Background: an optimization exercise with open tools, aiming at small area and a short achievable clock period. Do not read the settings as production practice.
In this exercise RTL edits were held to simulation tests only and were not proved equivalent to the original.
Power figures rest on the tool's default switching activity, not on a simulated workload.

Setup of exp/sierra:
## obstacle_field
module obstacle_field #(
    parameter int NUM_OBSTACLES = 10,
    parameter int SCROLL_SPEED  = 4
) (
    input  logic                                                   clk,
    input  logic                                                   rst_n,
    input  logic [1:0]                                             gamemode,
    output logic [playfield_pkg::score_bits-1:0]                   score,
    output logic [NUM_OBSTACLES-1:0][playfield_pkg::x_bits-1:0]    box_left,
    output logic [NUM_OBSTACLES-1:0][playfield_pkg::x_bits-1:0]    box_right,
    output logic [NUM_OBSTACLES-1:0][playfield_pkg::y_bits-1:0]    box_top,
    output logic [NUM_OBSTACLES-1:0][playfield_pkg::y_bits-1:0]    box_bottom
);
export LEC_CHECK = 0
export CAP_MARGIN = 20
export CORE_MARGIN = 2
export CORE_UTILIZATION = 60
export CTS_BUF_LIST = sky130_fd_sc_hd__clkbuf_16
export CTS_CLUSTER_DIAMETER = 80
export CTS_CLUSTER_SIZE = 30
export SLEW_MARGIN = 20
create_clock -name core_clock -period 13.0 [get_ports {clk}]
standard.sh (not shown) runs the stock make flow with config.mk's settings and CLKGATE_MAP_FILE= SYNTH_SCRIPT=/design/flow/synth_recipe.tcl, a recipe that flattens the netlist after the stock synthesis.
==> flow/flow/run.sh <==
#!/bin/bash
# Standard layout, with the smallest buffer on every port and timing repair
# aiming at a shorter period than the constraint asks.
set -euo pipefail
export BUFFER_PORTS_ARGS="-buffer_cell sky130_fd_sc_hd__buf_1"
export SETUP_SLACK_MARGIN=8.9
bash standard.sh > standard.log 2>&1
exp/sierra was carried through to the last stage, and its layout satisfied the timing, DRC and antenna checks.
Inputs modified between exp/sierra and exp/nickel:
==> flow/flow/run.sh <==
#!/bin/bash
# Standard layout, with the smallest buffer on every port, timing repair
# aiming at a shorter period than the constraint asks, and the tie cells of
# the constant outputs paired (one conb_1 drives a HI and a LO port).
set -euo pipefail
export BUFFER_PORTS_ARGS="-buffer_cell sky130_fd_sc_hd__buf_1"
export SETUP_SLACK_MARGIN=8.8
results="$PWD/orfs/results/sky130hd/obstacle_field/base"
bash standard.sh "$results/3_3_place_gp.odb" > standard_place.log 2>&1
TIE_ODB="$results/3_3_place_gp.odb" openroad -no_init -no_splash -exit flow/merge_ties.tcl > merge_ties.log 2>&1
bash standard.sh > standard.log 2>&1
==> flow/flow/merge_ties.tcl (new file) <==
# Pair the tie cells that each drive one constant output port: one conb_1 has
# both a HI and a LO pin, so each LO tie cell's port moves to the LO pin of the
# nearest HI tie cell, and the emptied cell is removed.
set odb_file $::env(TIE_ODB)
read_db $odb_file
set block [ord::get_db_block]

proc port_xy {net} {
  set bt [lindex [$net getBTerms] 0]
  set bb [$bt getBBox]
  return [list [expr {([$bb xMin] + [$bb xMax]) / 2}] [expr {([$bb yMin] + [$bb yMax]) / 2}]]
}

set his {}
set los {}
foreach inst [$block getInsts] {
  if {[[$inst getMaster] getName] ne "sky130_fd_sc_hd__conb_1"} { continue }
  set hnet [[$inst findITerm HI] getNet]
  set lnet [[$inst findITerm LO] getNet]
  if {$hnet ne "NULL" && $lnet eq "NULL" && [llength [$hnet getBTerms]] == 1 && [llength [$hnet getITerms]] == 1} {
    lappend his [list $inst [port_xy $hnet]]
  } elseif {$lnet ne "NULL" && $hnet eq "NULL" && [llength [$lnet getBTerms]] == 1 && [llength [$lnet getITerms]] == 1} {
    lappend los [list $inst [port_xy $lnet]]
  }
}
puts "tie cells: [llength $his] HI, [llength $los] LO"

set merged 0
foreach lo $los {
  lassign $lo linst lxy
  set best -1
  set bestd 0
  set i 0
  foreach hi $his {
    lassign $hi hinst hxy
    set d [expr {abs([lindex $hxy 0] - [lindex $lxy 0]) + abs([lindex $hxy 1] - [lindex $lxy 1])}]
    if {$best < 0 || $d < $bestd} { set best $i; set bestd $d }
    incr i
  }
  if {$best < 0} { break }
  set hinst [lindex [lindex $his $best] 0]
  set his [lreplace $his $best $best]
  set it [$linst findITerm LO]
  set net [$it getNet]
  $it disconnect
  [$hinst findITerm LO] connect $net
  odb::dbInst_destroy $linst
  incr merged
  puts "merged [$net getName] at distance [expr {$bestd / 1000.0}] um"
}
puts "merged $merged tie cells"
write_db $odb_file
-- flow/config.mk --
<<< exp/sierra, line 13
export CTS_CLUSTER_SIZE = 30
export SLEW_MARGIN = 20
>>> exp/nickel, line 13
export CTS_CLUSTER_SIZE = 30
export GPL_TIMING_DRIVEN = 1
export SLEW_MARGIN = 20
- Run comparison: exp/sierra timing endpoint of the critical path box_left[58]; exp/nickel timing endpoint of the critical path box_bottom[1]
- Setup slack in exp/nickel is smaller than in exp/sierra.
- exp/nickel ended up with a lower met1 track demand over resource in global routing than exp/sierra did.
- Compared with exp/sierra, in exp/nickel iteration-0 DRC count of the detailed router now smaller, cell count after synthesis comparable, combinational power now smaller.
- [exp/nickel] portion of total power attributed to sequential cells fell 0.2 points relative to exp/sierra
- In the metrics for exp/nickel and exp/sierra, the one carrying the higher initial antenna violation count is exp/sierra.
The following lists how exp/lagoon was set up differently from exp/nickel:
==> flow/flow/run.sh <==
#!/bin/bash
# Standard layout, with the smallest buffer on every port and timing repair
# aiming at a shorter period than the constraint asks.
set -euo pipefail
export BUFFER_PORTS_ARGS="-buffer_cell sky130_fd_sc_hd__buf_1"
export SETUP_SLACK_MARGIN=8.8
bash standard.sh > standard.log 2>&1
-- flow/config.mk --
<<< exp/nickel, line 9
export CORE_MARGIN = 2
export CORE_UTILIZATION = 60
export CTS_BUF_LIST = sky130_fd_sc_hd__clkbuf_16
>>> exp/lagoon, line 9
export CORE_MARGIN = 2
export CORE_UTILIZATION = 50
export CTS_BUF_LIST = sky130_fd_sc_hd__clkbuf_16
<<< exp/nickel, line 13
export CTS_CLUSTER_SIZE = 30
export GPL_TIMING_DRIVEN = 1
export SLEW_MARGIN = 20
>>> exp/lagoon, line 13
export CTS_CLUSTER_SIZE = 30
export SLEW_MARGIN = 20
removed: flow/flow/merge_ties.tcl
--- outcome ---
Timing, DRC, antenna: 0 failures across exp/nickel and exp/lagoon
exp/lagoon: die area higher than exp/nickel
Going from exp/nickel to exp/lagoon, number of placed instances with taps included +116; sequential share of layout area -1.3 points.
exp/nickel -> exp/lagoon: sequential power flat
Going from exp/nickel to exp/lagoon, growth of design area from synthesis to finish grew by 3.1 points, detailed-route wire length on metal 1 has increased, global-route usage over all layers went down, number of buffers inserted by post-CTS setup repair went up 3.
diff inputs: exp/lagoon => exp/indigo
-- flow/config.mk --
<<< exp/lagoon, line 9
export CORE_MARGIN = 2
export CORE_UTILIZATION = 50
export CTS_BUF_LIST = sky130_fd_sc_hd__clkbuf_16
>>> exp/indigo, line 9
export CORE_MARGIN = 2
export CORE_UTILIZATION = 75
export CTS_BUF_LIST = sky130_fd_sc_hd__clkbuf_16
==> summary.txt <==
- Summary of exp/indigo over exp/lagoon: vertical extent of the die lower; sequential share of power higher; number of non-filler instances in the completed layout lower; sequential share of layout area higher.
- The post-route total power in exp/indigo is 0.945 times that in exp/lagoon.
- The buffer count from post-CTS setup fixing in exp/indigo sits 3 below the value recorded for exp/lagoon.
- [compare] base=exp/lagoon new=exp/indigo: die area lower, total wire length lower.
- exp/lagoon → exp/indigo: final area down about 2.2%; area growth from synthesis to final layout went down; minimum clock period after layout went up.

## separate check: timing with driven ports
In the flow no input, the clock included, has a driving cell. The finished layouts below were timed again as built, in two steps. Step 1 sets driving cells, clkbuf_16 on the clock port and buf_2 on the other inputs (assumed; they add their load-dependent delay and slew). Step 2 also shifts input and output timing later by t, the mid clock arrival at the registers, as if the neighbouring blocks saw the same clock. Slacks: ideal / step 1 / step 2; pairs: ideal / step 1.
| run | shift t [ns] | slack for setup (ns) | worst slew at a driven data input, ns | pins driven straight from the clock port |
|---|---|---|---|---|
| exp/sierra | 0.577 | 8.855 / 8.804 / 8.455 | 0.03 | 1 |
| exp/nickel | 0.562 | 8.850 / 8.798 / 8.407 | 0.03 | 1 |
| exp/lagoon | 0.585 | 8.825 / 8.773 / 8.452 | 0.03 | 1 |
| exp/indigo | 0.554 | 8.766 / 8.766 / 8.437 | 0.04 | 1 |
After both steps every run listed still meets setup and hold. The setup slack of exp/nickel, which loses most, moves by -0.052 ns with the drivers and by -0.443 ns with both steps.
